Context: an optimization exercise on an open-source flow, tuned for small area. The choices shown serve that exercise and are no tape-out recipe.
The RTL was checked by simulation tests, not by an equivalence proof against the original design.
Power is estimated from default activity; no workload was simulated.

[design.v]
module exec_mem_wbit (
    input  logic q,
    input  logic dd,
    input  logic we,
    input  logic we_n,
    output logic nq
);
    assign nq = ~((q | we) & (dd | we_n));
endmodule
module exec_mem_rd3 (
    input  logic [2:0] q,
    input  logic [2:0] s,
    output logic       y_n
);
    assign y_n = ~((q[0] & s[0]) | (q[1] & s[1]) | (q[2] & s[2]));
endmodule
module exec_mem_rd1 (
    input  logic q,
    input  logic s,
    output logic y_n
);
    assign y_n = ~(q & s);
endmodule
module exec_mem_wdec (
    input  logic lo,
    input  logic hi,
    input  logic lo_n,
    input  logic hi_n,
    output logic we,
    output logic we_n
);
    assign we   = ~(lo_n | hi_n);
    assign we_n = ~(lo & hi);
endmodule
module exec_mem_rdec (
    input  logic lo,
    input  logic hi,
    input  logic v,
    output logic rs
);
    assign rs = lo & hi & v;
endmodule
module exec_alu_pg (input logic a, input logic b, output logic p, output logic g);
    assign p = a ^ b;
    assign g = a & b;
endmodule
module exec_alu_xor (input logic a, input logic b, output logic y);
    assign y = a ^ b;
endmodule
module exec_alu_xnor (input logic a, input logic b, output logic y);
    assign y = ~(a ^ b);
endmodule
module exec_alu_nand (input logic a, input logic b, output logic y);
    assign y = ~(a & b);
endmodule
module exec_alu_cy_tn (input logic p, input logic g, input logic c, output logic co_n);
    assign co_n = ~(g | (p & c));
endmodule
module exec_alu_cy_nt (input logic p_n, input logic g_n, input logic c_n, output logic co);
    assign co = ~(g_n & (p_n | c_n));
endmodule
module exec_alu (
    input  logic [31:0] rd1,
    input  logic [31:0] rd2,
    input  logic [31:0] imm,
    input  logic [2:0]  op,
    input  logic        ALUSrc,
    output logic [31:0] z,
    output logic        zero,
    output logic        in_range
);
    logic [31:0] alu_b, bx, s;
    logic [32:0] c;
    logic [31:0] p;                      
    logic [31:0] g;                      
    logic [31:0] orab;                   
    logic        inv, lt;
    logic        is_and, is_or, is_sum, is_slt;
    logic [31:0] zl;                     
    assign alu_b = ALUSrc ? imm : rd2;
    assign inv   = op[2];
    assign bx    = alu_b ^ {32{inv}};
    assign c[0]  = inv;
    for (genvar i = 0; i < 32; i = i + 2) begin : g_add
        logic p0, g0, p1n, g1n, c1n;
        exec_alu_pg    u_pg0 (.a(rd1[i]), .b(bx[i]), .p(p0), .g(g0));
        exec_alu_cy_tn u_c0 (.p(p0), .g(g0), .c(c[i]), .co_n(c1n));
        exec_alu_xor   u_s0 (.a(p0), .b(c[i]), .y(s[i]));
        exec_alu_xnor  u_p1 (.a(rd1[i+1]), .b(bx[i+1]), .y(p1n));
        exec_alu_nand  u_g1 (.a(rd1[i+1]), .b(bx[i+1]), .y(g1n));
        exec_alu_cy_nt u_c1 (.p_n(p1n), .g_n(g1n), .c_n(c1n), .co(c[i+2]));
        exec_alu_xor   u_s1 (.a(p1n), .b(c1n), .y(s[i+1]));
        assign p[i]   = p0;
        assign p[i+1] = ~p1n;
        assign g[i]   = g0;
        assign g[i+1] = ~g1n;
        assign c[i+1] = ~c1n;
    end
    assign orab = rd1 | bx;
    assign lt = (rd1[31] & ~alu_b[31]) | (~(rd1[31] ^ alu_b[31]) & s[31]);
    assign is_and = (op == 3'b000);
    assign is_or  = (op == 3'b001);
    assign is_sum = (op == 3'b010) || (op == 3'b110);
    assign is_slt = (op == 3'b111);
    assign zl = ({32{is_and}} & g) | ({32{is_or}} & orab);
    assign z  = zl | ({32{is_sum}} & s) | {31'h0, is_slt & lt};
    assign zero = ~|z;
    logic sum_hi_zero, logic_hi_zero;
    logic [31:8] hz;
    assign hz[8] = ~(p[8] ^ c[8]);
    for (genvar i = 9; i < 32; i++) begin : g_hz
        assign hz[i] = ~(p[i] ^ orab[i-1]);
    end
    assign sum_hi_zero   = &hz;
    assign logic_hi_zero = ~|zl[31:8];
    assign in_range      = is_sum ? sum_hi_zero : logic_hi_zero;
endmodule
module exec_mem_ctrl #(
    parameter int DM_WORDS = 64
) (
    input  logic        clk,
    input  logic        rst_n,
    input  logic [6:0]  opCode,
    input  logic [31:0] rd1,
    input  logic [31:0] rd2,
    input  logic [31:0] imm,
    input  logic [2:0]  op,
    input  logic        ALUSrc,
    input  logic        MemRead,
    input  logic        MemWrite,
    output logic [31:0] z,
    output logic        zero,
    output logic [31:0] memOut,
    output logic        isRtype,
    output logic        isItype,
    output logic        isLw,
    output logic        isStype,
    output logic        isbranch,
    output logic        isjump
);
    localparam int AW  = 6;
    localparam int NW  = 64;
    localparam int NG3 = 21;               
    localparam int NG  = NG3 + 1;          
    logic [31:0] mem_q [NW];
    logic [31:0] mem_d [NW];
    logic [NW-1:0] valid_q;
    logic [NW-1:0] wsel   [2];
    logic [NW-1:0] wsel_n [2];
    logic [NW-1:0] rsel   [2];
    logic [NG-1:0] part_n [32];
    always_comb begin
        isRtype  = (opCode == 7'h33);
        isLw     = (opCode == 7'h03);
        isItype  = (opCode == 7'h13) || (opCode == 7'h03);
        isStype  = (opCode == 7'h23);
        isbranch = (opCode == 7'h63);
        isjump   = (opCode == 7'h6F);
    end
    logic in_range;
    exec_alu u_alu (
        .rd1(rd1), .rd2(rd2), .imm(imm), .op(op), .ALUSrc(ALUSrc),
        .z(z), .zero(zero), .in_range(in_range)
    );
    logic [AW-1:0] word_idx;
    assign word_idx = z[AW+1:2];         
    logic wr_en, rd_en;
    assign wr_en = MemWrite && in_range;
    assign rd_en = MemRead && rst_n && in_range;
    logic [7:0] wlo, rlo, hi, wlo_n, hi_n;
    always_comb begin
        for (int k = 0; k < 8; k++) begin
            wlo[k] = wr_en && (word_idx[2:0] == 3'(k));
            rlo[k] = rd_en && (word_idx[2:0] == 3'(k));
            hi[k]  = (word_idx[5:3] == 3'(k));
            wlo_n[k] = ~wlo[k];
            hi_n[k]  = ~hi[k];
        end
    end
    for (genvar i = 0; i < NW; i++) begin : g_dec
        for (genvar h = 0; h < 2; h++) begin : g_half
            exec_mem_wdec u_wd (
                .lo(wlo[i % 8]), .hi(hi[i / 8]), .lo_n(wlo_n[i % 8]), .hi_n(hi_n[i / 8]),
                .we(wsel[h][i]), .we_n(wsel_n[h][i])
            );
            exec_mem_rdec u_rd (
                .lo(rlo[i % 8]), .hi(hi[i / 8]), .v(valid_q[i]), .rs(rsel[h][i])
            );
        end
    end
    always_ff @(posedge clk or negedge rst_n) begin
        if (!rst_n) valid_q <= '0;
        else        valid_q <= valid_q | wsel[0];
    end
    logic        phase_q;
    logic [31:0] wdata_x;
    always_ff @(posedge clk or negedge rst_n) begin
        if (!rst_n) phase_q <= 1'b0;
        else        phase_q <= ~phase_q;
    end
    assign wdata_x = rd2 ^ {32{phase_q}};
    for (genvar i = 0; i < NW; i++) begin : g_word
        for (genvar b = 0; b < 32; b++) begin : g_bit
            exec_mem_wbit u_w (
                .q(mem_q[i][b]), .dd(wdata_x[b]), .we(wsel[b/16][i]), .we_n(wsel_n[b/16][i]),
                .nq(mem_d[i][b])
            );
        end
        always_ff @(posedge clk) mem_q[i] <= mem_d[i];
    end
    logic hit;
    logic [31:0] raw;
    assign hit = |rsel[0];
    for (genvar b = 0; b < 32; b++) begin : g_rd
        for (genvar g = 0; g < NG3; g++) begin : g_r3
            exec_mem_rd3 u_r (
                .q({mem_q[3*g+2][b], mem_q[3*g+1][b], mem_q[3*g][b]}),
                .s(rsel[b/16][3*g+2:3*g]),
                .y_n(part_n[b][g])
            );
        end
        exec_mem_rd1 u_r1 (
            .q(mem_q[NW-1][b]), .s(rsel[b/16][NW-1]), .y_n(part_n[b][NG3])
        );
        assign raw[b]    = ~&part_n[b];
        assign memOut[b] = raw[b] ^ (phase_q & hit);
    end
endmodule
[flow/run.sh]
#!/bin/bash
# Layout flow: the standard ORFS flow (standard.sh, unchanged synthesis),
# with two changes passed to ORFS through its environment variables:
#  - clock tree: clkbuf_8 leaf buffers in larger clusters, and no dummy loads;
#  - port buffers: the smallest buffer (sky130_fd_sc_hd__buf_1); repair_design
#    still resizes them where a port's load needs it.
# ORFS writes each step's full log under orfs/logs/; the make output goes to
# standard.log in the work folder.
set -euo pipefail
cd "$(dirname "$0")/.."
CTS_OPTS=$(cat flow/cts_args.txt)
export CTS_ARGS="-sink_clustering_enable -repair_clock_nets -dont_use_dummy_load ${CTS_OPTS}"
export BUFFER_PORTS_ARGS="-buffer_cell sky130_fd_sc_hd__buf_1"
bash standard.sh > standard.log 2>&1
[flow/cts_args.txt]
-buf_list sky130_fd_sc_hd__clkbuf_8 -sink_clustering_size 18 -sink_clustering_max_diameter 55
[standard.sh]
#!/bin/bash
# synth_recipe.tcl (not shown) runs the flow's synth.tcl, then flattens the netlist and writes it again
# the make line also repeats each setting of config.mk as NAME=value (left out here)
make -C /OpenROAD-flow-scripts/flow DESIGN_CONFIG=/design/flow/config.mk WORK_HOME=/design/flow/orfs CLKGATE_MAP_FILE= SYNTH_SCRIPT=/design/flow/synth_recipe.tcl "${@:-finish}"
[config.mk]
export PLATFORM = sky130hd
export DESIGN_NAME = exec_mem_ctrl
export DESIGN_NICKNAME = exec_mem_ctrl
export VERILOG_FILES = /design/flow/design.v
export SDC_FILE = /design/flow/constraint.sdc
export NUM_CORES = 4
export LEC_CHECK = 0
export CAP_MARGIN = 30
export CORE_MARGIN = 2
export CORE_UTILIZATION = 60
export PLACE_DENSITY = 0.7
export SLEW_MARGIN = 30
export SYNTH_HIERARCHICAL = 1
[constraint.sdc]
create_clock -name core_clock -period 16.0 [get_ports {clk}]
set_input_delay 3.2000 -clock core_clock [delete_from_list [all_inputs] [get_ports {clk}]]
set_output_delay 3.2000 -clock core_clock [all_outputs]
set_load 0.01 [all_outputs]
==> reports/metrics.cfg, run 1 <==
[critical_path]
start_kind = input pin
max_stage_delay_ns = 0.89
crit_family = simple AND/OR/NAND/NOR gates
cp_max_fo = 32
cp_slowest_cell = nor4_2
cp_num_buf_inv = 5
cp-end-kind = output pin
cpMostUsedCell = a21oi_2
required_ns = 12.80
worstSetupPathType = in -> out
arrival_ns = 11.38
crit_chain = clkbuf_2, mux2i_1, xnor2_1, ha_1, a21oi_2, o21ai_1, a21oi_2, o21ai_1, a21oi_2, o21ai_1, a21oi_2, xor2_1, a21oi_1, o22ai_1, or3b_2, inv_1, buf_4, and3_2, nor4_2, nand4_1, o41ai_4, buf_4, xnor2_1, buf_1

[job]
drv_cap = 0

[yosys]
synthTopCellsByCount = o22ai_1 (2080), dfxtp_1 (2048), a222oi_1 (672)
synth.most_common_cell = o22ai_1
synthFlopType = dfxtp_1
ys_ff_latch = 2113
synth_area_um2 = 70100
postSynthCellCount = 6132
yosysUniqueCellTypes = 54
avgSynthCellArea_um2 = 11.4
yosys_warnings = 14
synth_area_leader_cell = dfxtp_1
synth_top_area_share_pct = 58.5
synth_nets = 6260
async_flop_share_pct = 3.08
netlist_top_cells_area = dfxtp_1 (58%), o22ai_1 (19%), a222oi_1 (9.6%)
synth-edff-count = 0
yosysSeqAreaShare_pct = 60.8

[placement]
portBuffers = 181
gp_congestion = 0.997
dp_hpwl_um = 173000

[sta]
relSlewSlack_pct = 24.1
finalCriticalPeriod_ns = 14.58
setup_tns_ns = 0
period_share_pct = 91.1
hold_viol = 0
slew_viol_final = 0
fmax_ghz = 0.0686
final.setup_skew_ns = 0.0612
finalSetupViolCount = 0
rsz0062_at_grt = false
worst_pin_slew_ns = 1.13

[worst_hold_path]
holdCritPathClass = reg -> reg

[clocking]
cts_hold_buf = 0
cts_tree = built
cts.sinks = 2113
clock_path_buffers = 3
clk_latency_ns = 0.90
h-tree-depth = 4
path_clk_slew_ns = 0.05
postCtsResizedCells = 0
cts_made_buffers = 147
ctsRootBufferMaster = clkbuf_8
post_cts_buffers = 0

[status]
outcome = no timing/DRC/antenna violations

[power]
internal-power_mw = 7.74
clkPwrFrac_pct = 22.8
p_leak_nw = 27.2
switching_share_pct = 27.3
p_seq_share_pct = 65.2
switchingPower_mw = 2.91
irDropWorstVdd_v = 0.000103
power.density_nw_per_um2 = 139
combPwrFrac_pct = 12.0

[grt]
grt_usage_pct = 43.7
grt.overflow.total = 0
grt_pass1_vias = 60100
antenna_found_initial = 9
grt_start_max_net_pins = 65
grt_pass1_wl_um = 399000

[drt]
drtPass1Iterations = 15
vias_per_cell = 8.04
antenna_left = 0
drc = 0
drt_iter0_drc = 13000
finalWirelength_um = 274000
vias = 65300
wl_per_cell_um = 33.7

[die]
core_area_um2 = 116000
die_x_um = 346
dieArea_um2 = 120000
row_count = 125
start_util_pct = 60.4
die_y_um = 346
io_pins = 182

[final_layout]
layout.nets = 6722
area_growth_pct = 9.51
drive_gt1_share_pct = 8.19
fin_util_pct = 66.2

cells by family (layout without fill, tap and decap cells):
| family | count (synthesis) | count (layout) | synth area share [%] |
|---|---|---|---|
| xor gates and xnor gates | 168 | 168 | 2.10 |
| AOI/OAI and AO/OA | 2837 | 2837 | 29.0 |
| other | 0 | 8 | 0 |
| adders and majority gates | 17 | 17 | 0.303 |
| buffers and inverters | 53 | 513 | 0.343 |
| muxes | 40 | 40 | 0.585 |
| and+or+nand+nor | 904 | 904 | 6.90 |
| DFF | 2113 | 2113 | 60.8 |
cells in the final DEF (no fill, tap or decap), drive strengths merged, types with 66 or more instances in the layout:
cell type     n
o22ai      2080
or2          66
buf         342
dfxtp      2048
nand4       176
clkbuf      152
and3        129
a222oi      672
nand2       193
nor2        181
xor2         73
xnor2        95
final cells by class:
type,count,area (um2)
Inverter,19,71.3
Multi-Input combinational cell,3966,28200
Sequential cell,2113,42600
Fill cell,9268,39300
Tap cell,1524,1910
Clock buffer,147,2020
Antenna cell,8,20.0
Timing Repair Buffer,347,1970
per-module statistics from Yosys, one instance, submodules excluded:
module          flip-flops and latches  cells inside  cell area [um2]  times used
exec_mem_wdec                        0             2             7.51         128
exec_mem_rd1                         0             1             3.75          32
exec_alu_nand                        0             1             3.75          16
exec_alu_xnor                        0             1             8.76          16
exec_alu_cy_nt                       0             1             5.00          15
exec_alu_xor                         0             1             8.76          32
exec_alu_cy_tn                       0             1             8.76          16
exec_mem_ctrl                     2113          2560            45600           1
exec_mem_wbit                        0             1             6.26        2048
exec_mem_rd3                         0             1             10.0         672
exec_mem_rdec                        0             1             6.26         128
exec_alu_pg                          0             1             12.5          16
exec_alu                             0           325             2210           1
sequential cells by signal, summed over array words and instances, names as in the netlist:
name / cells
mem_q: 2048
phase_q: 1
valid_q: 64
power by group through the flow:
stage	registers (mW)	logic (mW)	clock network, mW
floorplan	6.84	0.895	0
global placement	7.01	1.18	0
detailed placement	7.02	1.24	0
CTS	6.91	1.24	2.43
global route	7.04	1.37	2.62
finish	6.95	1.28	2.43
layer usage:
metal	share of wire (%)	global-route usage (%)	up-vias
li1	-	-	27300
met1	37	59.3	32200
met2	42	62.0	4903
met3	13	11.7	946
met4	7.3	26.8	4
met5	0.030	0	-
through the flow:
stage | instance area [um2] | power, mW | instances | hold slack (ns) | worst slack, ns
after floorplan | 70100 | 7.73 | 6132 | 0.421 | 2.13
after global placement | 74400 | 8.19 | 7962 | 0.429 | 1.73
after detailed placement | 74700 | 8.27 | 7966 | 0.436 | 1.55
after CTS | 76700 | 10.6 | 8113 | 0.446 | 1.54
after global routing | 76800 | 11.0 | 8121 | 0.456 | 0.888
final | 76800 | 10.7 | 8124 | 0.447 | 1.42
final timing paths:
| check | from | end | slack [ns] | cells past startpoint |
|---|---|---|---|---|
| max in group asynchronous | rst_n | valid_q[20] | 12.71 | 2 |
| min | mem_q[33][15] | mem_q[33][15] | 0.45 | 1 |
| min reg2reg | mem_q[33][15] | mem_q[33][15] | 0.45 | 1 |
| max | ALUSrc | memOut[21] | 1.42 | 24 |
| min in group asynchronous | rst_n | valid_q[58] | 2.26 | 1 |
| max reg2reg | phase_q | mem_q[16][10] | 12.53 | 4 |
==> inputs of run 2 (changes only) <==
--- a/design.v
+++ b/design.v
@@ -24,13 +24,17 @@
 module exec_mem_wdec (
     input  logic lo,
     input  logic hi,
-    input  logic lo_n,
-    input  logic hi_n,
     output logic we,
     output logic we_n
 );
-    assign we   = ~(lo_n | hi_n);
-    assign we_n = ~(lo & hi);
+    exec_mem_nand2 u_n (.a(lo), .b(hi), .y(we_n));
+    exec_mem_inv   u_i (.a(we_n), .y(we));
+endmodule
+module exec_mem_nand2 (input logic a, input logic b, output logic y);
+    assign y = ~(a & b);
+endmodule
+module exec_mem_inv (input logic a, output logic y);
+    assign y = ~a;
 endmodule
 module exec_mem_rdec (
     input  logic lo,
@@ -167,21 +171,18 @@
     logic wr_en, rd_en;
     assign wr_en = MemWrite && in_range;
     assign rd_en = MemRead && rst_n && in_range;
-    logic [7:0] wlo, rlo, hi, wlo_n, hi_n;
+    logic [7:0] wlo, rlo, hi;
     always_comb begin
         for (int k = 0; k < 8; k++) begin
             wlo[k] = wr_en && (word_idx[2:0] == 3'(k));
             rlo[k] = rd_en && (word_idx[2:0] == 3'(k));
             hi[k]  = (word_idx[5:3] == 3'(k));
-            wlo_n[k] = ~wlo[k];
-            hi_n[k]  = ~hi[k];
         end
     end
     for (genvar i = 0; i < NW; i++) begin : g_dec
         for (genvar h = 0; h < 2; h++) begin : g_half
             exec_mem_wdec u_wd (
-                .lo(wlo[i % 8]), .hi(hi[i / 8]), .lo_n(wlo_n[i % 8]), .hi_n(hi_n[i / 8]),
-                .we(wsel[h][i]), .we_n(wsel_n[h][i])
+                .lo(wlo[i % 8]), .hi(hi[i / 8]), .we(wsel[h][i]), .we_n(wsel_n[h][i])
             );
             exec_mem_rdec u_rd (
                 .lo(rlo[i % 8]), .hi(hi[i / 8]), .v(valid_q[i]), .rs(rsel[h][i])
==> run 2 against run 1 <==
Still clean. Via count fell by 2.2%. First-iteration DRC count decreased by 3.2%. Hold slack worse by 0.00067 ns. Register-to-register slack improved by 0.10 ns. Clock skew up 0.026 ns. Design area decreased by 1.0%. Cell count fell by 1.2%. Non-clock buffer count down 70. Synthesized cell count shrank 0.38%. Synthesized area fell by 0.12%. Critical path type unchanged. Largest cell class unchanged.
==> reports/metrics.cfg, run 2 <==
[final_layout]
largest_reg_flops = 2048  ; unchanged
mostFrequentLayoutCell = o22ai_1
layout.nets = 6631  ; -1.4%
stdcell_count = 8027  ; -1.2%
reg.largest.list = mem_q x2048, valid_q x64, phase_q x1
fin_util_pct = 65.5  ; -0.68 points
top_register = mem_q
mostFrequentLayoutCells = o22ai_1 (2080), dfxtp_1 (2048), a222oi_1 (672), nand2_1 (185), buf_1 (177)
drive_gt1_share_pct = 6.12  ; -2.1 points
area_growth_pct = 8.52

[clocking]
ctsRootBufferMaster = clkbuf_8
clock_path_buffers = 3  ; unchanged
path_clk_slew_ns = 0.08  ; +0.03 ns
h-tree-depth = 4  ; unchanged
cts.sinks = 2113  ; unchanged
cts_hold_buf = 0  ; unchanged
cts_tree = built
cts_made_buffers = 147  ; unchanged
clk_latency_ns = 0.94  ; +0.04 ns
post_cts_buffers = 0  ; unchanged
postCtsResizedCells = 0  ; unchanged

[sta]
relSlewSlack_pct = 24.7  ; +0.57 points
fin_ws_ns = 1.49  ; +0.0637 ns
finalCriticalPeriod_ns = 14.51  ; -0.0637 ns
hold_viol = 0  ; unchanged
final.setup_skew_ns = 0.0877  ; +0.0265 ns
rsz0062_at_grt = false
period_share_pct = 90.7  ; -0.40 points
hold_ws_ns = 0.446  ; -0.000673 ns
fmax_ghz = 0.0689  ; +0.44%
slew_viol_final = 0  ; unchanged
setup_tns_ns = 0  ; unchanged
worst_pin_slew_ns = 1.13  ; +0.00191 ns
finalSetupViolCount = 0  ; unchanged

[placement]
post-place-cells = 7874  ; -1.2%
portBuffers = 181  ; unchanged
place_ws_ns = 1.63  ; +0.0735 ns
gp_congestion = 0.970  ; -2.7%
dp_hpwl_um = 165000  ; -4.9%

[status]
outcome = no timing/DRC/antenna violations

[critical_path]
required_ns = 12.80  ; about the same
crit_path_start = ALUSrc
arrival_ns = 11.31  ; -0.07 ns
cp_num_buf_inv = 2  ; -3
cp_slowest_cell = or3_1
cp-end-kind = output pin
worstSetupPathType = in -> out
reg2reg_from = phase_q
cpMostUsedCell = a21oi_2
start_kind = input pin
cp_max_fo = 12  ; -63%
max_stage_delay_ns = 0.41  ; -0.48 ns
crit_family = compound AO/OA/AOI/OAI gates

[die]
dieArea_um2 = 119000  ; -0.12%
row_count = 125  ; unchanged
die_y_um = 346  ; about the same
die_x_um = 346  ; about the same
start_util_pct = 60.4  ; -0.075 points
core_area_um2 = 116000  ; unchanged
io_pins = 182  ; unchanged

[yosys]
synth_nets = 6237  ; -0.37%
synth_area_um2 = 70000  ; -0.12%
avgSynthCellArea_um2 = 11.5  ; +0.25%
yosys_warnings = 14  ; unchanged
synth-edff-count = 0  ; unchanged
synthFlopType = dfxtp_1
synth.most_common_cell = o22ai_1
yosysSeqAreaShare_pct = 60.9  ; +0.076 points
async_flop_share_pct = 3.08  ; unchanged
synth_area_leader_cell = dfxtp_1
netlist_top_cells_area = dfxtp_1 (59%), o22ai_1 (19%), a222oi_1 (9.6%)
postSynthCellCount = 6109  ; -0.38%
synthTopCellsByCount = o22ai_1 (2080), dfxtp_1 (2048), a222oi_1 (672)
ys_ff_latch = 2113  ; unchanged
yosysUniqueCellTypes = 54  ; unchanged
synth_top_area_share_pct = 58.5  ; +0.073 points

[power]
power.density_nw_per_um2 = 139  ; +0.44%
irDropWorstVdd_v = 0.000120  ; +16%
p_leak_nw = 28.0  ; +2.7%

[drt]
drt_iter0_drc = 12600  ; -3.2%
drtPass1Iterations = 19  ; +4
wl_per_cell_um = 32.8  ; -2.6%
vias = 63900  ; -2.2%
vias_per_cell = 7.96  ; -1.0%
drc = 0  ; unchanged
antenna_left = 0  ; unchanged
finalWirelength_um = 264000  ; -3.8%

[grt]
grt_usage_pct = 42.0  ; -1.7 points
antenna_found_initial = 5  ; -4
grt.overflow.total = 0  ; unchanged
grt_start_max_net_pins = 65  ; unchanged
grt_pass1_wl_um = 384000  ; -3.7%
grt_pass1_vias = 58600  ; -2.4%

[worst_hold_path]
holdCritPathClass = reg -> reg
hold_start = mem_q[4][14]

[job]
drv_cap = 0  ; unchanged

## run 2: cell count changes after synthesis, sizes merged, moves of 3 or more
cell	delta
inv	+112
nor3	+3
nor3b	+3
nor2	-124
nand2	-8
## run 2: cell type report
class | instances | area (um2)
tap | 1524 | 1910
timing repair buffer | 277 | 1490
antenna | 2 | 5.00
multi-input combinational | 3833 | 27500
clock buffer | 147 | 2020
sequential | 2113 | 42600
inverter | 131 | 492
fill | 9285 | 40000
## run 2: modules after synthesis (local to each module, per instance), excerpt
module,flip-flops and latches,area (um2),times used
exec_alu_cy_nt,0,5.00,15
exec_alu,0,2210,1
exec_mem_nand2,0,3.75,128
exec_mem_wbit,0,6.26,2048
exec_alu_xnor,0,8.76,16
exec_mem_rd1,0,3.75,32
exec_mem_rd3,0,10.0,672
exec_mem_inv,0,3.75,128
exec_mem_rdec,0,6.26,128
exec_alu_pg,0,12.5,16
exec_alu_nand,0,3.75,16
exec_mem_ctrl,2113,45500,1
exec_alu_xor,0,8.76,32
exec_alu_cy_tn,0,8.76,16
## run 2: where the power goes
| group | switching (mW) | internal (mW) | total [mW] |
|---|---|---|---|
| logic | 0.653 | 0.586 | 1.24 |
| registers | 0.593 | 6.32 | 6.92 |
| clock network | 1.61 | 0.827 | 2.44 |
## run 2: per-layer routing
metal	routed length, um	up-vias	GRT usage [%]	share of wire, %
met2	113000	4405	61.6	43
met4	17800	10	24.8	6.7
li1	-	27000	-	-
met1	101000	31600	57.0	38
met3	31700	845	9.49	12
met5	63	-	0.0800	0.024
## run 2: path summary, 6_finish.rpt
| kind | endpoint | slack (ns) | cells after the start |
|---|---|---|---|
| max | zero | 1.49 | 43 |
| min | mem_q[4][14] | 0.45 | 1 |
| max reg2reg | mem_q[47][10] | 12.63 | 4 |
| min reg2reg | mem_q[4][14] | 0.45 | 1 |
| max in group asynchronous | valid_q[42] | 12.64 | 2 |
| min in group asynchronous | valid_q[46] | 2.31 | 1 |
## run 2: metrics by stage
step                      cell area [um2]  power, mW
after floorplan                     70000       7.72
after global placement              73800       8.11
after detailed placement            73900       8.20
after CTS                           75900       10.5
after global routing                76000       11.0
final                               76000       10.6
## run 2: cell families (layout without fill, tap and decap cells)
kind of cell               Yosys count  in the layout  share of synthesized area (%)
buffers and inverters              163            555                          0.933
AOI/OAI and AO/OA                 2837           2837                           29.0
adders and majority gates           17             17                          0.304
and+or+nand+nor                    771            771                           6.20
DFF                               2113           2113                           60.9
other                                0              2                              0
muxes                               40             40                          0.586
xor gates and xnor gates           168            168                           2.10
==> inputs of run 3 (changes only) <==
--- a/config.mk
+++ b/config.mk
@@ -7,7 +7,7 @@
 export LEC_CHECK = 0
 export CAP_MARGIN = 30
 export CORE_MARGIN = 2
-export CORE_UTILIZATION = 60
-export PLACE_DENSITY = 0.7
+export CORE_UTILIZATION = 66
+export PLACE_DENSITY = 0.76
 export SLEW_MARGIN = 30
 export SYNTH_HIERARCHICAL = 1
==> run 3 against run 2 <==
Die area is 9.0% lower. Critical path type unchanged. Non-clock buffer count shrank 16. Design area decreased by 0.52%. Largest power group unchanged. Still clean on timing, DRC and antenna. Maximum frequency is 0.89% lower. Wire length fell by 2.2%. Clock power shrank 2%.
==> reports/metrics.cfg, run 3 <==
[drt]
vias = 64500  ; +0.86%
vias_per_cell = 8.18  ; +2.8%
drtPass1Iterations = 15  ; -4
finalWirelength_um = 258000  ; -2.2%
drt_iter0_drc = 13600  ; +7.9%
wl_per_cell_um = 32.7  ; -0.34%
antenna_left = 0  ; unchanged
drc = 0  ; unchanged

[yosys]
synth_nets = 6237  ; unchanged
yosysSeqAreaShare_pct = 60.9  ; unchanged
synthTopCellsByCount = o22ai_1 (2080), dfxtp_1 (2048), a222oi_1 (672)
avgSynthCellArea_um2 = 11.5  ; unchanged
yosys_warnings = 14  ; unchanged
netlist_top_cells_area = dfxtp_1 (59%), o22ai_1 (19%), a222oi_1 (9.6%)
synth_area_um2 = 70000  ; unchanged
synthFlopType = dfxtp_1
synth_area_leader_cell = dfxtp_1
async_flop_share_pct = 3.08  ; unchanged
postSynthCellCount = 6109  ; unchanged
ys_ff_latch = 2113  ; unchanged
synth_top_area_share_pct = 58.5  ; unchanged
yosysUniqueCellTypes = 54  ; unchanged
synth-edff-count = 0  ; unchanged
synth.most_common_cell = o22ai_1

[sta]
relSlewSlack_pct = 24.2  ; -0.45 points
period_share_pct = 91.5  ; +0.82 points
slew_viol_final = 0  ; unchanged
worst_pin_slew_ns = 1.14  ; +0.00681 ns
finalCriticalPeriod_ns = 14.64  ; +0.130 ns
rsz0062_at_grt = false
fmax_ghz = 0.0683  ; -0.89%
hold_viol = 0  ; unchanged
final.setup_skew_ns = 0.128  ; +0.0399 ns
fin_ws_ns = 1.36  ; -0.130 ns
finalSetupViolCount = 0  ; unchanged
hold_ws_ns = 0.442  ; -0.00355 ns
setup_tns_ns = 0  ; unchanged

[die]
row_count = 119  ; -4.8%
io_pins = 182  ; unchanged
core_area_um2 = 105000  ; -9.3%
die_y_um = 330  ; -4.6%
die_x_um = 330  ; -4.6%
dieArea_um2 = 109000  ; -9.0%
start_util_pct = 66.5  ; +6.2 points

[power]
switchingPower_mw = 2.85  ; -0.29%
combPwrFrac_pct = 11.8  ; about the same
p_seq_share_pct = 65.6  ; +0.3 points
internal-power_mw = 7.71  ; -0.36%
power.density_nw_per_um2 = 140  ; +0.18%
clkPwrFrac_pct = 22.6  ; -0.4 points
finalPower_mw = 10.6  ; -0.34%
irDropWorstVdd_v = 0.000113  ; -6.1%
switching_share_pct = 27.0  ; about the same
p_leak_nw = 27.9  ; -0.45%

[final_layout]
largest_reg_flops = 2048  ; unchanged
layout.nets = 6610  ; -0.32%
area_growth_pct = 7.96
stdcell_count = 7879  ; -1.8%
mostFrequentLayoutCells = o22ai_1 (2079), dfxtp_1 (2048), a222oi_1 (672), nand2_1 (185), buf_1 (177)
area.sequential_um2 = 42600  ; unchanged
nFillCells = 7850  ; -15%
top_register = mem_q
drive_gt1_share_pct = 5.83  ; -0.29 points
mostFrequentLayoutCell = o22ai_1
reg.largest.list = mem_q x2048, valid_q x64, phase_q x1
multiInputGateArea_um2 = 27500  ; about the same

[critical_path]
start_kind = input pin
crit_family = compound AO/OA/AOI/OAI gates
cp-end-kind = output pin
required_ns = 12.80  ; about the same
cpMostUsedCell = a21oi_2
cp_num_buf_inv = 2  ; unchanged
cp_max_fo = 12  ; unchanged
cp_slowest_cell = or3_1
max_stage_delay_ns = 0.42  ; about the same
worstSetupPathType = in -> out
arrival_ns = 11.44  ; +0.13 ns

[worst_hold_path]
holdCritPathClass = reg -> reg

[clocking]
post_cts_buffers = 0  ; unchanged
clk_latency_ns = 0.93  ; about the same
h-tree-depth = 4  ; unchanged
cts_made_buffers = 142  ; -3.4%
path_clk_slew_ns = 0.04  ; -0.04 ns
cts.sinks = 2113  ; unchanged
postCtsResizedCells = 0  ; unchanged
cts_hold_buf = 0  ; unchanged
ctsRootBufferMaster = clkbuf_8
clock_path_buffers = 3  ; unchanged
cts_tree = built

[placement]
place_ws_ns = 1.57  ; -0.0574 ns
post-place-cells = 7728  ; -1.9%
gp_congestion = 0.965  ; -0.46%
dp_hpwl_um = 162000  ; -1.6%
portBuffers = 181  ; unchanged

[grt]
grt_usage_pct = 45.1  ; +3.1 points
grt_pass1_wl_um = 374000  ; -2.7%
grt.overflow.total = 0  ; unchanged
antenna_found_initial = 17  ; +12
grt_start_max_net_pins = 65  ; unchanged
grt_pass1_vias = 58300  ; -0.55%

[status]
outcome = no timing/DRC/antenna violations

[job]
drv_cap = 0  ; unchanged

## run 3: cell counts after synthesis
Identical to the previous run, type by type.
## run 3: modules after synthesis (local to each module, per instance), excerpt
module / cells inside / cell area (um2)
exec_alu_xnor: 1 / 8.76
exec_mem_inv: 1 / 3.75
exec_mem_ctrl: 2537 / 45500
exec_mem_rd1: 1 / 3.75
exec_alu_cy_tn: 1 / 8.76
exec_mem_nand2: 1 / 3.75
exec_mem_wbit: 1 / 6.26
## run 3: final cells by class
type	instances	area share, %
Sequential cell	2113	56.4
Multi-Input combinational cell	3833	36.3
Clock buffer	142	2.58
Tap cell	1391	2.30
Timing Repair Buffer	261	1.74
Inverter	131	0.650
Antenna cell	8	0.0265
## run 3: worst paths after layout
path / to / start / cells past startpoint / slack (ns)
worst min register to register: mem_q[62][31] / mem_q[62][31] / 1 / 0.44
worst min-delay path: mem_q[62][31] / mem_q[62][31] / 1 / 0.44
min in group asynchronous: phase_q / rst_n / 1 / 2.07
max in group asynchronous: valid_q[2] / rst_n / 2 / 12.94
worst max-delay path: zero / ALUSrc / 43 / 1.36
worst max register to register: mem_q[15][16] / phase_q / 4 / 12.42
## run 3: through the flow
| stage | util (%) | instance area [um2] |
|---|---|---|
| after floorplan | - | 70000 |
| after global placement | 69.9 | 73600 |
| after detailed placement | 69.9 | 73600 |
| after CTS | 71.8 | 75500 |
| after global routing | 71.8 | 75600 |
| final | 71.8 | 75600 |
## run 3: power by group through the flow
stage	combinational (mW)	clock (mW)	sequential, mW
final	1.24	2.39	6.93
after floorplan	0.883	0	6.84
after global placement	1.14	0	6.95
after detailed placement	1.21	0	7.00
after CTS	1.20	2.37	6.89
after global routing	1.32	2.55	7.02
## run 3: logic make-up after synthesis
kind of cell,after synthesis,share of synthesized area (%)
adder cells (fa/ha/maj),17,0.304
XOR/XNOR,168,2.10
buffers and inverters,163,0.933
multiplexers,40,0.586
AND/OR/NAND/NOR,771,6.20
flip-flops,2113,60.9
AO/OA/AOI/OAI,2837,29.0
## run 3: routing by layer
| layer | GRT usage, % | up-vias | wire (um) |
|---|---|---|---|
| met2 | 65.6 | 5043 | 110000 |
| met1 | 60.6 | 31400 | 95200 |
| met5 | 0 | - | 126 |
| li1 | - | 27000 | - |
| met4 | 29.0 | 20 | 19900 |
| met3 | 10.3 | 994 | 32800 |
==> inputs of run 4 (changes only) <==
--- a/design.v
+++ b/design.v
@@ -194,16 +194,22 @@
         else        valid_q <= valid_q | wsel[0];
     end
     logic        phase_q;
-    logic [31:0] wdata_x;
+    logic [31:0] wdata_xn;
+    logic [31:0] wdata_x [4];            
     always_ff @(posedge clk or negedge rst_n) begin
         if (!rst_n) phase_q <= 1'b0;
         else        phase_q <= ~phase_q;
     end
-    assign wdata_x = rd2 ^ {32{phase_q}};
+    assign wdata_xn = ~(rd2 ^ {32{phase_q}});
+    for (genvar c = 0; c < 4; c++) begin : g_wdx
+        for (genvar b = 0; b < 32; b++) begin : g_bit
+            exec_mem_inv u_i (.a(wdata_xn[b]), .y(wdata_x[c][b]));
+        end
+    end
     for (genvar i = 0; i < NW; i++) begin : g_word
         for (genvar b = 0; b < 32; b++) begin : g_bit
             exec_mem_wbit u_w (
-                .q(mem_q[i][b]), .dd(wdata_x[b]), .we(wsel[b/16][i]), .we_n(wsel_n[b/16][i]),
+                .q(mem_q[i][b]), .dd(wdata_x[i/16][b]), .we(wsel[b/16][i]), .we_n(wsel_n[b/16][i]),
                 .nq(mem_d[i][b])
             );
         end
==> run 4 against run 3 <==
Die area increased by 0.68%. Via count up 2.0%. First-iteration DRC count rose by 18%. Clock skew decreased by 0.034 ns. Critical path type unchanged. Wire length increased by 4.5%. Clock power about the same.
==> reports/metrics.cfg, run 4 <==
[status]
outcome = no timing/DRC/antenna violations

[yosys]
yosysUniqueCellTypes = 54  ; unchanged
synth_top_area_share_pct = 58.1  ; -0.40 points
avgSynthCellArea_um2 = 11.3  ; -1.4%
synth_area_leader_cell = dfxtp_1
synthTopCellsByCount = o22ai_1 (2080), dfxtp_1 (2048), a222oi_1 (672)
yosys_warnings = 15  ; +1
synth_area_um2 = 70500  ; +0.69%
netlist_top_cells_area = dfxtp_1 (58%), o22ai_1 (18%), a222oi_1 (9.5%)
synth-edff-count = 0  ; unchanged
async_flop_share_pct = 3.08  ; unchanged
synth_nets = 6365  ; +2.1%
yosysSeqAreaShare_pct = 60.4  ; -0.41 points
postSynthCellCount = 6237  ; +2.1%
ys_ff_latch = 2113  ; unchanged
synth.most_common_cell = o22ai_1
synthFlopType = dfxtp_1

[power]
p_leak_nw = 28.3  ; +1.5%
irDropWorstVdd_v = 0.000102  ; -10%
power.density_nw_per_um2 = 141  ; +0.63%

[final_layout]
finalInstanceArea_um2 = 75200  ; -0.48%
layout.nets = 6707  ; +1.5%
fin_util_pct = 71.3  ; -0.55 points
area.sequential_um2 = 42600  ; about the same
drive_gt1_share_pct = 4.85  ; -0.98 points
mostFrequentLayoutCells = o22ai_1 (2080), dfxtp_1 (2048), a222oi_1 (672), inv_1 (259), nand2_1 (185)
top_register = mem_q
multiInputGateArea_um2 = 26900  ; -2.1%
mostFrequentLayoutCell = o22ai_1
area_growth_pct = 6.71
stdcell_count = 7976  ; +1.2%
nFillCells = 8019  ; +2.2%
largest_reg_flops = 2048  ; unchanged
reg.largest.list = mem_q x2048, valid_q x64, phase_q x1

[placement]
portBuffers = 181  ; unchanged
dpl_cell_area_um2 = 73300  ; -0.46%
gp_congestion = 1.00  ; +3.9%
post-place-cells = 7826  ; +1.3%
dp_hpwl_um = 178000  ; +9.8%

[critical_path]
arrival_ns = 11.29  ; -0.15 ns
max_stage_delay_ns = 0.49  ; +0.07 ns
cp_max_fo = 35  ; +23
r2r_setup_slack_ns = 13.02  ; +0.60 ns
cp-end-kind = output pin
cp_slowest_cell = buf_4
start_kind = input pin
worstSetupPathType = in -> out
required_ns = 12.80  ; about the same
reg2reg_from = phase_q
rr_worst_depth = 4  ; unchanged
crit_family = compound AO/OA/AOI/OAI gates
cp_num_buf_inv = 3  ; +1
r2r-end = mem_q[23][29]

[sta]
hold_viol = 0  ; unchanged
fmax_ghz = 0.0690  ; +1.1%
slew_viol_final = 0  ; unchanged
relSlewSlack_pct = 25.1  ; +0.83 points
period_share_pct = 90.6  ; -0.98 points
worst_pin_slew_ns = 1.12  ; -0.0125 ns
final.setup_skew_ns = 0.0940  ; -0.0336 ns
rsz0062_at_grt = false
finalCriticalPeriod_ns = 14.49  ; -0.156 ns
finalSetupViolCount = 0  ; unchanged
setup_tns_ns = 0  ; unchanged

[die]
row_count = 119  ; unchanged
die_y_um = 331  ; +0.34%
dieArea_um2 = 109000  ; +0.68%
core_area_um2 = 106000  ; +0.28%
die_x_um = 331  ; +0.34%
io_pins = 182  ; unchanged
start_util_pct = 66.8  ; +0.27 points

[drt]
vias = 65700  ; +2.0%
wl_per_cell_um = 33.8  ; +3.2%
vias_per_cell = 8.24  ; +0.71%
drt_iter0_drc = 16000  ; +18%
finalWirelength_um = 269000  ; +4.5%
antenna_left = 0  ; unchanged
drc = 0  ; unchanged
drtPass1Iterations = 17  ; +2

[grt]
grt_pass1_wl_um = 388000  ; +3.8%
grt.overflow.total = 0  ; unchanged
grt_pass1_vias = 59500  ; +2.0%
grt_start_max_net_pins = 53  ; -18%
antenna_found_initial = 11  ; -6
grt_usage_pct = 47.0  ; +2.0 points

[worst_hold_path]
holdCritPathClass = reg -> reg
min_to = mem_q[63][19]
hold_start = mem_q[63][19]
holdPathStages = 1  ; unchanged

[clocking]
h-tree-depth = 4  ; unchanged
clk_latency_ns = 0.90  ; -0.03 ns
cts_tree = built
ctsRootBufferMaster = clkbuf_8
cts.sinks = 2113  ; unchanged
postCtsResizedCells = 0  ; unchanged
path_clk_slew_ns = 0.06  ; +0.02 ns
clock_path_buffers = 3  ; unchanged
cts_made_buffers = 142  ; unchanged
cts_hold_buf = 0  ; unchanged
post_cts_buffers = 0  ; unchanged

[job]
drv_cap = 0  ; unchanged

run 4: final cells by class:
class | instances | area share, %
Antenna cell | 8 | 0.0266
Clock buffer | 142 | 2.60
Inverter | 259 | 1.29
Multi-Input combinational cell | 3833 | 35.7
Sequential cell | 2113 | 56.6
Tap cell | 1391 | 2.31
Timing Repair Buffer | 230 | 1.40
run 4: where the power goes:
part | internal, mW | total [mW] | switching (mW)
registers | 6.32 | 6.92 | 0.600
logic | 0.578 | 1.26 | 0.683
clock network | 0.801 | 2.39 | 1.59
run 4: per-layer routing:
metal	share of wire (%)	wire length, um	GRT usage [%]
met4	8.3	22300	31.6
met5	0.027	73	0
met2	42	113000	67.9
met3	13	36000	11.9
met1	36	97700	62.4
run 4: worst max path at each step:
stage	startpoint	end	slack, ns	cells after the start
global route	ALUSrc	zero	0.81	43
detailed placement	ALUSrc	zero	1.67	43
CTS	ALUSrc	zero	1.65	43
floorplan	op[2]	zero	2.13	44
finish	ALUSrc	zero	1.51	43
global placement	ALUSrc	zero	1.72	43
run 4: worst register-to-register path: stages (launching register included):
cell     delay (ns)
dfrtp_2        0.41
buf_4          0.33
xnor2_1        1.00
inv_1          0.72
o22ai_1        0.40
run 4: logic make-up after synthesis:
group | share of synthesized area, %
and+or+nand+nor | 6.15
adders and majority gates | 0.302
xor gates and xnor gates | 2.09
buffers and inverters | 1.61
DFF | 60.4
muxes | 0.582
AOI/OAI and AO/OA | 28.8
run 4: through the flow:
stage          setup WS (ns)  total power [mW]  hold slack (ns)
4_1_cts                 1.65              10.5            0.446
5_1_grt                0.809              10.9            0.455
3_3_place_gp            1.72              8.10            0.429
6_report                1.51              10.6            0.448
2_1_floorplan           2.13              7.72            0.421
3_5_place_dp            1.67              8.21            0.436
run 4: per-module statistics from Yosys, one instance, submodules excluded, a selection:
module          cells  flops+latches  cell area (um2)
exec_alu_xor        1              0             8.76
exec_alu          325              0             2210
exec_alu_xnor       1              0             8.76
exec_mem_inv        1              0             3.75
exec_alu_cy_nt      1              0             5.00
exec_mem_rdec       1              0             6.26
==> inputs of run 5 (changes only) <==
--- a/config.mk
+++ b/config.mk
@@ -7,7 +7,7 @@
 export LEC_CHECK = 0
 export CAP_MARGIN = 30
 export CORE_MARGIN = 2
-export CORE_UTILIZATION = 66
-export PLACE_DENSITY = 0.76
+export CORE_UTILIZATION = 60
+export PLACE_DENSITY = 0.7
 export SLEW_MARGIN = 30
 export SYNTH_HIERARCHICAL = 1
==> run 5 against run 4 <==
Highest routed layer unchanged. Die area up 9.9%. Combinational power about the same. Clock skew shrank 0.028 ns. Power about the same. Cell count rose by 1.8%. Design area is 0.31% higher. Setup slack improved by 0.050 ns. First-iteration DRC count shrank 17%. Sequential power is essentially flat. Register-to-register slack better by 0.02 ns. Clock power is essentially flat. Global-route usage shrank 3.8 points.
==> reports/metrics.cfg, run 5 <==
[sta]
finalCriticalPeriod_ns = 14.44  ; -0.0500 ns
hold_viol = 0  ; unchanged
period_share_pct = 90.2  ; -0.31 points
final.setup_skew_ns = 0.0662  ; -0.0278 ns
finalSetupViolCount = 0  ; unchanged
relSlewSlack_pct = 25.2  ; +0.15 points
rsz0062_at_grt = false
slew_viol_final = 0  ; unchanged
fmax_ghz = 0.0693  ; +0.35%
worst_pin_slew_ns = 1.11  ; -0.0103 ns
setup_tns_ns = 0  ; unchanged

[yosys]
synth_area_um2 = 70500  ; unchanged
postSynthCellCount = 6237  ; unchanged
synth.most_common_cell = o22ai_1
netlist_top_cells_area = dfxtp_1 (58%), o22ai_1 (18%), a222oi_1 (9.5%)
synthFlopType = dfxtp_1
ys_ff_latch = 2113  ; unchanged
yosysSeqAreaShare_pct = 60.4  ; unchanged
yosys_warnings = 15  ; unchanged
async_flop_share_pct = 3.08  ; unchanged
synth-edff-count = 0  ; unchanged
avgSynthCellArea_um2 = 11.3  ; unchanged
synthTopCellsByCount = o22ai_1 (2080), dfxtp_1 (2048), a222oi_1 (672)
synth_area_leader_cell = dfxtp_1
synth_nets = 6365  ; unchanged
synth_top_area_share_pct = 58.1  ; unchanged
yosysUniqueCellTypes = 54  ; unchanged

[final_layout]
mostFrequentLayoutCell = o22ai_1
layout.nets = 6716  ; +0.13%
largest_reg_flops = 2048  ; unchanged
finalInstanceArea_um2 = 75500  ; +0.31%
reg.largest.list = mem_q x2048, valid_q x64, phase_q x1
area_growth_pct = 7.04
drive_gt1_share_pct = 4.97  ; +0.11 points
mostFrequentLayoutCells = o22ai_1 (2080), dfxtp_1 (2048), a222oi_1 (672), inv_1 (259), nand2_1 (185)
top_register = mem_q

[die]
row_count = 125  ; +5.0%
core_area_um2 = 116000  ; +10%
start_util_pct = 60.6  ; -6.2 points
dieArea_um2 = 120000  ; +9.9%
die_x_um = 347  ; +4.8%
io_pins = 182  ; unchanged
die_y_um = 347  ; +4.8%

[critical_path]
start_kind = input pin
cp_max_fo = 9  ; -74%
r2r-end = mem_q[26][18]
reg2reg_from = phase_q
cpMostUsedCell = a21oi_2
max_stage_delay_ns = 0.39  ; -0.10 ns
rr_worst_depth = 4  ; unchanged
crit_path_start = ALUSrc
required_ns = 12.80  ; about the same
r2r_setup_slack_ns = 13.04  ; +0.02 ns
cp-end-kind = output pin
worstSetupPathType = in -> out
cp_slowest_cell = or3_1
crit_family = compound AO/OA/AOI/OAI gates
arrival_ns = 11.24  ; -0.05 ns
cp_num_buf_inv = 2  ; -1

[worst_hold_path]
holdPathStages = 1  ; unchanged
hold_start = mem_q[50][14]
holdCritPathClass = reg -> reg
min_to = mem_q[50][14]

[grt]
grt_pass1_wl_um = 392000  ; +1.2%
grt_usage_pct = 43.2  ; -3.8 points
grt_pass1_vias = 58600  ; -1.4%
antenna_found_initial = 16  ; +5
grt_start_max_net_pins = 49  ; -7.5%
grt.overflow.total = 0  ; unchanged

[clocking]
path_clk_slew_ns = 0.05  ; about the same
cts.sinks = 2113  ; unchanged
cts_tree = built
h-tree-depth = 4  ; unchanged
post_cts_buffers = 0  ; unchanged
clk_latency_ns = 0.94  ; +0.04 ns
clock_path_buffers = 3  ; unchanged
cts_hold_buf = 0  ; unchanged
postCtsResizedCells = 0  ; unchanged
ctsRootBufferMaster = clkbuf_8
cts_made_buffers = 145  ; +2.1%

[placement]
dp_hpwl_um = 181000  ; +1.9%
gp_congestion = 0.994  ; -0.79%
portBuffers = 181  ; unchanged
dpl_cell_area_um2 = 73500  ; +0.27%

[drt]
wl_per_cell_um = 33.7  ; -0.27%
drtPass1Iterations = 14  ; -3
drt_iter0_drc = 13300  ; -17%
antenna_left = 0  ; unchanged
finalWirelength_um = 273000  ; +1.5%
drc = 0  ; unchanged
vias_per_cell = 7.91  ; -4.0%
vias = 64200  ; -2.3%

[power]
p_leak_nw = 28.3  ; +0.17%
irDropWorstVdd_v = 0.000100  ; -1.1%
power.density_nw_per_um2 = 140  ; -0.26%

[status]
outcome = no timing/DRC/antenna violations

[job]
drv_cap = 0  ; unchanged

## run 5: cell counts after synthesis
No cell type changed its count.
## run 5: stage by stage
| step | total power [mW] | utilization [%] | cells | hold WS [ns] | setup slack [ns] |
|---|---|---|---|---|---|
| global placement | 8.10 | 63.1 | 7965 | 0.428 | 1.74 |
| floorplan | 7.72 | - | 6237 | 0.421 | 2.13 |
| detailed placement | 8.20 | 63.1 | 7965 | 0.436 | 1.78 |
| finish | 10.6 | 64.9 | 8119 | 0.445 | 1.56 |
| global route | 11.0 | 64.9 | 8114 | 0.456 | 1.00 |
| CTS | 10.5 | 64.8 | 8110 | 0.447 | 1.75 |
## run 5: how the worst max path moves through the flow
stage / endpoint / slack [ns] / cells past startpoint
after floorplan: zero / 2.13 / 44
after global placement: zero / 1.74 / 43
after detailed placement: zero / 1.78 / 43
after CTS: zero / 1.75 / 43
after global routing: zero / 1.00 / 43
final: zero / 1.56 / 43
## run 5: per-module statistics from Yosys, one instance, submodules excluded, a selection
module	cells inside	times used	flip-flops and latches	area (um2)
exec_mem_rd1	1	32	0	3.75
exec_alu_nand	1	16	0	3.75
exec_mem_ctrl	2537	1	2113	45500
exec_alu	325	1	0	2210
exec_mem_wbit	1	2048	0	6.26
exec_mem_rdec	1	128	0	6.26
exec_alu_cy_nt	1	15	0	5.00
exec_alu_xnor	1	16	0	8.76
exec_mem_inv	1	256	0	3.75
exec_alu_xor	1	32	0	8.76
exec_mem_rd3	1	672	0	10.0
## run 5: kinds of logic (layout without fill, tap and decap cells)
logic type / count (synthesis) / in the layout / share of synthesized area [%]
XOR/XNOR: 168 / 168 / 2.09
buffers and inverters: 291 / 640 / 1.61
flip-flops: 2113 / 2113 / 60.4
multiplexers: 40 / 40 / 0.582
AO/OA/AOI/OAI: 2837 / 2837 / 28.8
other: 0 / 9 / 0
adder cells (fa/ha/maj): 17 / 17 / 0.302
AND/OR/NAND/NOR: 771 / 771 / 6.15
## run 5: final cells by class
type,instances,area (um2)
Tap cell,1524,1910
Antenna cell,9,22.5
Timing Repair Buffer,236,1100
Multi-Input combinational cell,3833,26900
Clock buffer,145,2000
Fill cell,9433,40900
Sequential cell,2113,42600
Inverter,259,972
## run 5: per-layer routing
metal / track usage (%) / up-vias / routed length, um
li1: - / 27200 / -
met1: 58.4 / 31500 / 103000
met2: 62.9 / 4665 / 118000
met3: 9.71 / 788 / 33000
met4: 26.8 / 20 / 19200
met5: 0 / - / 190
## run 5: power by group
| group | internal, mW | switching [mW] | leakage (nW) |
|---|---|---|---|
| clock network | 0.817 | 1.61 | 1.04 |
| logic | 0.579 | 0.668 | 7.98 |
| registers | 6.32 | 0.584 | 19.3 |
==> inputs of run 6 (changes only) <==
--- a/config.mk
+++ b/config.mk
@@ -7,7 +7,7 @@
 export LEC_CHECK = 0
 export CAP_MARGIN = 30
 export CORE_MARGIN = 2
-export CORE_UTILIZATION = 60
-export PLACE_DENSITY = 0.7
+export CORE_UTILIZATION = 70
+export PLACE_DENSITY = 0.8
 export SLEW_MARGIN = 30
 export SYNTH_HIERARCHICAL = 1
==> run 6 against run 5 <==
Register-to-register slack better by 0.07 ns. Utilization increased by 10 points. Global-route usage rose by 5.8 points.
==> reports/metrics.cfg, run 6 <==
[drt]
antenna_left = 0  ; unchanged
wl_per_cell_um = 33.7  ; +0.12%
drtPass1Iterations = 17  ; +3
drt_iter0_drc = 16900  ; +26%
vias = 65900  ; +2.6%
vias_per_cell = 8.36  ; +5.7%
drc = 0  ; unchanged
finalWirelength_um = 266000  ; -2.8%

[clocking]
cts_tree = built
post_cts_buffers = 0  ; unchanged
clk_latency_ns = 0.86  ; -0.08 ns
path_clk_slew_ns = 0.06  ; about the same
h-tree-depth = 4  ; unchanged
cts.sinks = 2113  ; unchanged
ctsRootBufferMaster = clkbuf_8
cts_hold_buf = 0  ; unchanged
cts_made_buffers = 142  ; -2.1%
postCtsResizedCells = 0  ; unchanged
clock_path_buffers = 3  ; unchanged

[placement]
post-place-cells = 7727  ; -3.0%
portBuffers = 181  ; unchanged
dp_hpwl_um = 174000  ; -3.8%
gp_congestion = 1.01  ; +1.6%
place_ws_ns = 1.81  ; +0.0268 ns
dpl_cell_area_um2 = 73100  ; -0.49%

[die]
core_area_um2 = 100000  ; -14%
die_x_um = 321  ; -7.3%
start_util_pct = 70.5  ; +9.9 points
row_count = 116  ; -7.2%
die_y_um = 321  ; -7.3%
io_pins = 182  ; unchanged
dieArea_um2 = 103000  ; -14%

[critical_path]
cp-end-kind = output pin
cpMostUsedCell = a21oi_2
cp_max_fo = 11  ; +2
r2r-end = mem_q[41][12]
arrival_ns = 11.17  ; -0.07 ns
rr_worst_depth = 4  ; unchanged
max_stage_delay_ns = 0.40  ; about the same
reg2reg_from = phase_q
crit_path_start = ALUSrc
cp_slowest_cell = or3_1
worstSetupPathType = in -> out
start_kind = input pin
required_ns = 12.80  ; about the same
r2r_setup_slack_ns = 13.11  ; +0.07 ns
crit_path_end = zero

[sta]
period_share_pct = 89.8  ; -0.42 points
worst_pin_slew_ns = 1.29  ; +0.176 ns
finalSetupViolCount = 0  ; unchanged
rsz0062_at_grt = false
hold_viol = 0  ; unchanged
slew_viol_final = 0  ; unchanged
setup_tns_ns = 0  ; unchanged
fin_ws_ns = 1.63  ; +0.0671 ns
final.setup_skew_ns = 0.0630  ; -0.00324 ns
fmax_ghz = 0.0696  ; +0.47%
finalCriticalPeriod_ns = 14.37  ; -0.0671 ns
relSlewSlack_pct = 13.5  ; -12 points

[yosys]
netlist_top_cells_area = dfxtp_1 (58%), o22ai_1 (18%), a222oi_1 (9.5%)
yosysSeqAreaShare_pct = 60.4  ; unchanged
synth_area_um2 = 70500  ; unchanged
synthFlopType = dfxtp_1
synthTopCellsByCount = o22ai_1 (2080), dfxtp_1 (2048), a222oi_1 (672)
synth_area_leader_cell = dfxtp_1
synth-edff-count = 0  ; unchanged
postSynthCellCount = 6237  ; unchanged
ys_ff_latch = 2113  ; unchanged
synth_nets = 6365  ; unchanged
avgSynthCellArea_um2 = 11.3  ; unchanged
async_flop_share_pct = 3.08  ; unchanged
yosysUniqueCellTypes = 54  ; unchanged
synth_top_area_share_pct = 58.1  ; unchanged
yosys_warnings = 15  ; unchanged
synth.most_common_cell = o22ai_1

[job]
drv_cap = 0  ; unchanged

[grt]
grt.overflow.total = 0  ; unchanged
grt_start_max_net_pins = 49  ; unchanged
grt_pass1_vias = 59700  ; +1.8%
antenna_found_initial = 19  ; +3
grt_pass1_wl_um = 383000  ; -2.4%
grt_usage_pct = 49.0  ; +5.8 points

[final_layout]
nFillCells = 7085  ; -25%
area.sequential_um2 = 42600  ; unchanged
stdcell_count = 7880  ; -2.9%
largest_reg_flops = 2048  ; unchanged
mostFrequentLayoutCells = o22ai_1 (2080), dfxtp_1 (2048), a222oi_1 (672), inv_1 (259), nand2_1 (185)
area_growth_pct = 6.48
reg.largest.list = mem_q x2048, valid_q x64, phase_q x1
drive_gt1_share_pct = 4.73  ; -0.23 points
finalInstanceArea_um2 = 75100  ; -0.52%
layout.nets = 6702  ; -0.21%
top_register = mem_q
mostFrequentLayoutCell = o22ai_1
fin_util_pct = 75.1  ; +10 points
multiInputGateArea_um2 = 26900  ; about the same

[power]
p_leak_nw = 28.3  ; -0.27%
p_seq_share_pct = 65.7  ; +0.4 points
irDropWorstVdd_v = 0.000102  ; +1.6%
internal-power_mw = 7.70  ; -0.21%
switchingPower_mw = 2.85  ; -0.24%
combPwrFrac_pct = 11.9  ; about the same
switching_share_pct = 27.0  ; about the same
power.density_nw_per_um2 = 141  ; +0.30%
clkPwrFrac_pct = 22.4  ; -0.5 points

[worst_hold_path]
holdCritPathClass = reg -> reg

[status]
outcome = no timing/DRC/antenna violations

==> run 6: worst min path at each step <==
| stage | cells past startpoint | to | slack (ns) | start |
|---|---|---|---|---|
| after floorplan | 1 | mem_q[0][0] | 0.42 | mem_q[0][0] |
| after global placement | 1 | mem_q[3][21] | 0.43 | mem_q[3][21] |
| after detailed placement | 1 | mem_q[60][28] | 0.44 | mem_q[60][28] |
| after CTS | 1 | mem_q[54][21] | 0.45 | mem_q[54][21] |
| after global routing | 1 | mem_q[18][27] | 0.46 | mem_q[18][27] |
| final | 1 | mem_q[55][20] | 0.45 | mem_q[55][20] |
==> run 6: worst max-delay path: cells and delay by family <==
family	cells	cell delay (ns)
xor gates and xnor gates	2	0.28
adders and majority gates	1	0.34
and+or+nand+nor	3	0.69
muxes	1	0.32
AOI/OAI and AO/OA	34	5.79
buffers and inverters	2	0.49
==> run 6: per-layer routing <==
layer	share of wire [%]	GRT usage, %
met1	35	64.3
met4	9.3	37.5
met5	0.035	0
met2	41	69.1
met3	14	12.8
==> run 6: power groups by stage <==
stage,clock (mW),sequential [mW],combinational (mW)
after floorplan,0,6.83,0.885
after global placement,0,6.95,1.14
after detailed placement,0,7.00,1.21
after CTS,2.34,6.89,1.20
after global routing,2.54,7.02,1.32
final,2.37,6.93,1.26
==> run 6: kinds of logic (layout without fill, tap and decap cells) <==
kind of cell | count (synthesis) | in the layout | synth area share [%]
compound gates | 2837 | 2837 | 28.8
xor+xnor | 168 | 168 | 2.09
fa+ha+maj | 17 | 17 | 0.302
buf+inv | 291 | 626 | 1.61
flops | 2113 | 2113 | 60.4
mux | 40 | 40 | 0.582
other cells | 0 | 10 | 0
simple gates | 771 | 771 | 6.15
==> run 6: per-stage QoR <==
step	power [mW]	hold WS, ns
final	10.6	0.445
after global placement	8.09	0.428
after CTS	10.4	0.446
after floorplan	7.72	0.421
after global routing	10.9	0.458
after detailed placement	8.20	0.436
==> run 6: layout make-up <==
cell class	count	area share, %
tap	1298	2.16
antenna	10	0.0333
multi-input combinational	3833	35.8
inverter	259	1.29
timing repair buffer	225	1.35
sequential	2113	56.8
clock buffer	142	2.60
==> run 6: Yosys stat by module, one instance, submodules excluded, excerpt <==
module | flops+latches | cell area, um2 | times used
exec_alu_xnor | 0 | 8.76 | 16
exec_alu_nand | 0 | 3.75 | 16
exec_mem_ctrl | 2113 | 45500 | 1
exec_mem_inv | 0 | 3.75 | 256
exec_mem_nand2 | 0 | 3.75 | 128
exec_mem_rd3 | 0 | 10.0 | 672
exec_alu_xor | 0 | 8.76 | 32

## afterwards: timing with drivers on the ports
The flow's constraints put no driver on any port. The routed layouts listed below were extracted and timed again, unchanged, in two steps.
Step 1: set_driving_cell puts a clkbuf_16 on clk and a buf_2 on each other input, an assumption about the parent block.
Step 2 times the ports against the registers' clock, not the clock port: input delays grow and output delays shrink by t, the midpoint of the rising clock arrivals with the driver on.
a / b / c = ideal ports / drivers / drivers and shift; a / b = the first two.
| run | shift t [ns] | slack for setup (ns) | worst hold slack (ns) | slew at the worst register clock pin (ns) |
|---|---|---|---|---|
| run 1 | 0.971 | 1.422 / 1.400 / 1.400 | 0.447 / 0.447 / 0.447 | 0.12 / 0.12 |
| run 2 | 0.978 | 1.486 / 1.455 / 1.455 | 0.446 / 0.446 / 0.446 | 0.11 / 0.11 |
| run 3 | 0.941 | 1.356 / 1.331 / 1.331 | 0.442 / 0.442 / 0.442 | 0.12 / 0.12 |
| run 4 | 0.938 | 1.512 / 1.489 / 1.489 | 0.448 / 0.448 / 0.448 | 0.12 / 0.12 |
| run 5 | 0.972 | 1.562 / 1.539 / 1.539 | 0.445 / 0.445 / 0.445 | 0.12 / 0.12 |
| run 6 | 0.939 | 1.629 / 1.595 / 1.595 | 0.445 / 0.445 / 0.445 | 0.11 / 0.11 |
After both steps setup and hold are still met in every run listed. For run 6, which loses most, drivers alone change the setup slack by -0.034 ns; drivers and shift together by -0.034 ns.
